From an optimization exercise on the open Yosys and OpenROAD flow, aimed at small area, a short achievable clock period and few clock cycles; shortcuts taken in it are not production practice. Where RTL was checked, it was by simulation tests only, not by an equivalence proof against the original. Power and IR drop assume default switching activity.

## sme
module sme #(
    parameter int max_string_len  = 32,
    parameter int max_pattern_len = 8
) (
    input  logic                                 clk,
    input  logic                                 reset,
    input  sme_pkg::char_t                       chardata,
    input  logic                                 isstring,
    input  logic                                 ispattern,
    output logic                                 valid,
    output logic                                 match,
    output logic [$clog2(max_string_len)-1:0]    match_index
);
==> flow/config.mk <==
export PLATFORM = sky130hd
export DESIGN_NAME = sme
export DESIGN_NICKNAME = sme
export VERILOG_FILES = /design/flow/design.v
export SDC_FILE = /design/flow/constraint.sdc
export NUM_CORES = 4
export LEC_CHECK = 0
export CAP_MARGIN = 20
export CORE_MARGIN = 2
export CORE_UTILIZATION = 55
export CTS_BUF_LIST = sky130_fd_sc_hd__clkbuf_4 sky130_fd_sc_hd__clkbuf_8
export CTS_CLUSTER_DIAMETER = 60
export CTS_CLUSTER_SIZE = 16
export SLEW_MARGIN = 20
==> flow/constraint.sdc <==
create_clock -name core_clock -period 10.0 [get_ports {clk}]
set_input_delay 2.0000 -clock core_clock [delete_from_list [all_inputs] [get_ports {clk}]]
set_output_delay 2.0000 -clock core_clock [all_outputs]
set_load 0.01 [all_outputs]
standard.sh (not shown) runs the stock make flow with config.mk's settings and CLKGATE_MAP_FILE= SYNTH_SCRIPT=/design/flow/synth_recipe.tcl, a recipe that flattens the netlist after the stock synthesis.
==> flow/flow/run.sh <==
#!/bin/bash
# Standard ORFS layout, with repair_timing aiming for extra setup slack.
set -euo pipefail
bash standard.sh SETUP_SLACK_MARGIN=6.5 finish > standard_flow.log 2>&1
The first run completed with no timing, DRC or antenna violations.
Testbench counts at the start, summed over its fixed seeds: cycles 8,566.
Edit:
==> flow/flow/run.sh (replaced) <==
#!/bin/bash
# Standard ORFS layout, with repair_timing aiming for extra setup slack.
set -euo pipefail
bash standard.sh SETUP_SLACK_MARGIN=6.85 finish > standard_flow.log 2>&1
Settings changed: CTS_BUF_LIST sky130_fd_sc_hd__clkbuf_4 sky130_fd_sc_hd__clkbuf_8 to sky130_fd_sc_hd__clkbuf_4, CTS_CLUSTER_DIAMETER 60 to 40, CTS_CLUSTER_SIZE 16 to 8.
Worst hold slack gets better by 0.0063 ns.
Wire length climbs by 0.56%.
Count of clock-buffer cells in the layout climbs by 43.
Critical path depth goes down by 9.
Cell area is higher by 3.6%.
Edit:
==> flow/flow/run.sh (replaced) <==
#!/bin/bash
# Standard ORFS layout, with repair_timing aiming for extra setup slack.
set -euo pipefail
bash standard.sh SETUP_SLACK_MARGIN=7 finish > standard_flow.log 2>&1
Settings changed: ABC_AREA set to 1, CTS_BUF_LIST sky130_fd_sc_hd__clkbuf_4 to sky130_fd_sc_hd__clkbuf_4 sky130_fd_sc_hd__clkbuf_8, CTS_CLUSTER_DIAMETER 40 to 60, CTS_CLUSTER_SIZE 8 to 16.
Design area went up by a few percent.
Setup slack got worse by 0.28 ns.
Clock-buffer cell count went down by 45.
Die area went down slightly.
Non-clock buffer count went up by 45.
Core utilization went up by 2.9 points.

---

Setup of main:
Another version of the RTL of sme (not shown whole).
Size in the first run: about 1400 cells after synthesis, ~19 I/O pins, roughly 16000 um^2 of cells after synthesis.
==> flow/config.mk <==
export PLATFORM = sky130hd
export DESIGN_NAME = sme
export DESIGN_NICKNAME = sme
export VERILOG_FILES = /design/flow/design.v
export SDC_FILE = /design/flow/constraint.sdc
export NUM_CORES = 4
export LEC_CHECK = 0
export CAP_MARGIN = 20
export CORE_MARGIN = 2
export CORE_UTILIZATION = 55
export CTS_BUF_LIST = sky130_fd_sc_hd__clkbuf_2 sky130_fd_sc_hd__clkbuf_4
export SLEW_MARGIN = 20
==> flow/constraint.sdc <==
create_clock -name core_clock -period 10.0 [get_ports {clk}]
set_input_delay 2.0000 -clock core_clock [delete_from_list [all_inputs] [get_ports {clk}]]
set_output_delay 2.0000 -clock core_clock [all_outputs]
set_load 0.01 [all_outputs]
==> flow/flow/run.sh <==
#!/bin/bash
# Standard ORFS layout, with repair_timing aiming for extra setup slack.
set -euo pipefail
bash standard.sh SETUP_SLACK_MARGIN=7 finish > standard_flow.log 2>&1
Inputs modified between main and the feature branch:
Settings: changing CTS_BUF_LIST from sky130_fd_sc_hd__clkbuf_2 sky130_fd_sc_hd__clkbuf_4 to sky130_fd_sc_hd__clkbuf_4 sky130_fd_sc_hd__clkbuf_8.
Results
Relative to main, shortest clock period the worst path allows after layout decreased by 130 ps in the feature branch.
main → the feature branch: highest clock frequency the design can meet moved up; number of inserted diodes moved down; area growth from synthesis to layout moved up; detailed route wirelength on metal3 moved up; count of clock-net buffers in the final layout moved down.
Relative to main, total power has increased by 1.6% in the feature branch.
The sequential fraction of total cell area in the feature branch was lower than what main gave.
Function was not checked in any run of this note: the RTL went through the layout flow alone.

## static timing again, ports no longer ideal
Ports are ideal in the flow. The routed layouts listed here were re-timed in OpenROAD. Step 1, drivers: a clkbuf_16 drives clk and a buf_2 each remaining input, both assumed. Step 2 adds t to the input delays and takes it off the output delays; t is the mean of the earliest and latest rising clock arrival at the registers after step 1. Input paths then give back, and output paths get back, about the clock's delay inside the block. a / b / c = ideal / step 1 / step 2; a / b = the first two.
run | t (ns) | slack for setup (ns) | hold slack, ns | slew at the worst register clock pin (ns)
the first run of note 1 | 0.648 | 6.574 / 6.574 / 6.010 | 0.496 / 0.496 / 0.496 | 0.10 / 0.10
the second run of note 1 | 0.739 | 6.796 / 6.750 / 6.185 | 0.502 / 0.502 / 0.502 | 0.10 / 0.10
the third run of note 1 | 0.675 | 6.513 / 6.513 / 6.233 | 0.488 / 0.488 / 0.488 | 0.11 / 0.11
main | 0.749 | 6.776 / 6.731 / 6.261 | 0.480 / 0.480 / 0.480 | 0.07 / 0.07
the feature branch | 0.629 | 6.909 / 6.828 / 6.199 | 0.484 / 0.484 / 0.484 | 0.07 / 0.07
After both steps every run listed still meets setup and hold. For the feature branch, which loses most, drivers alone change the setup slack by -0.081 ns; drivers and shift together by -0.710 ns.
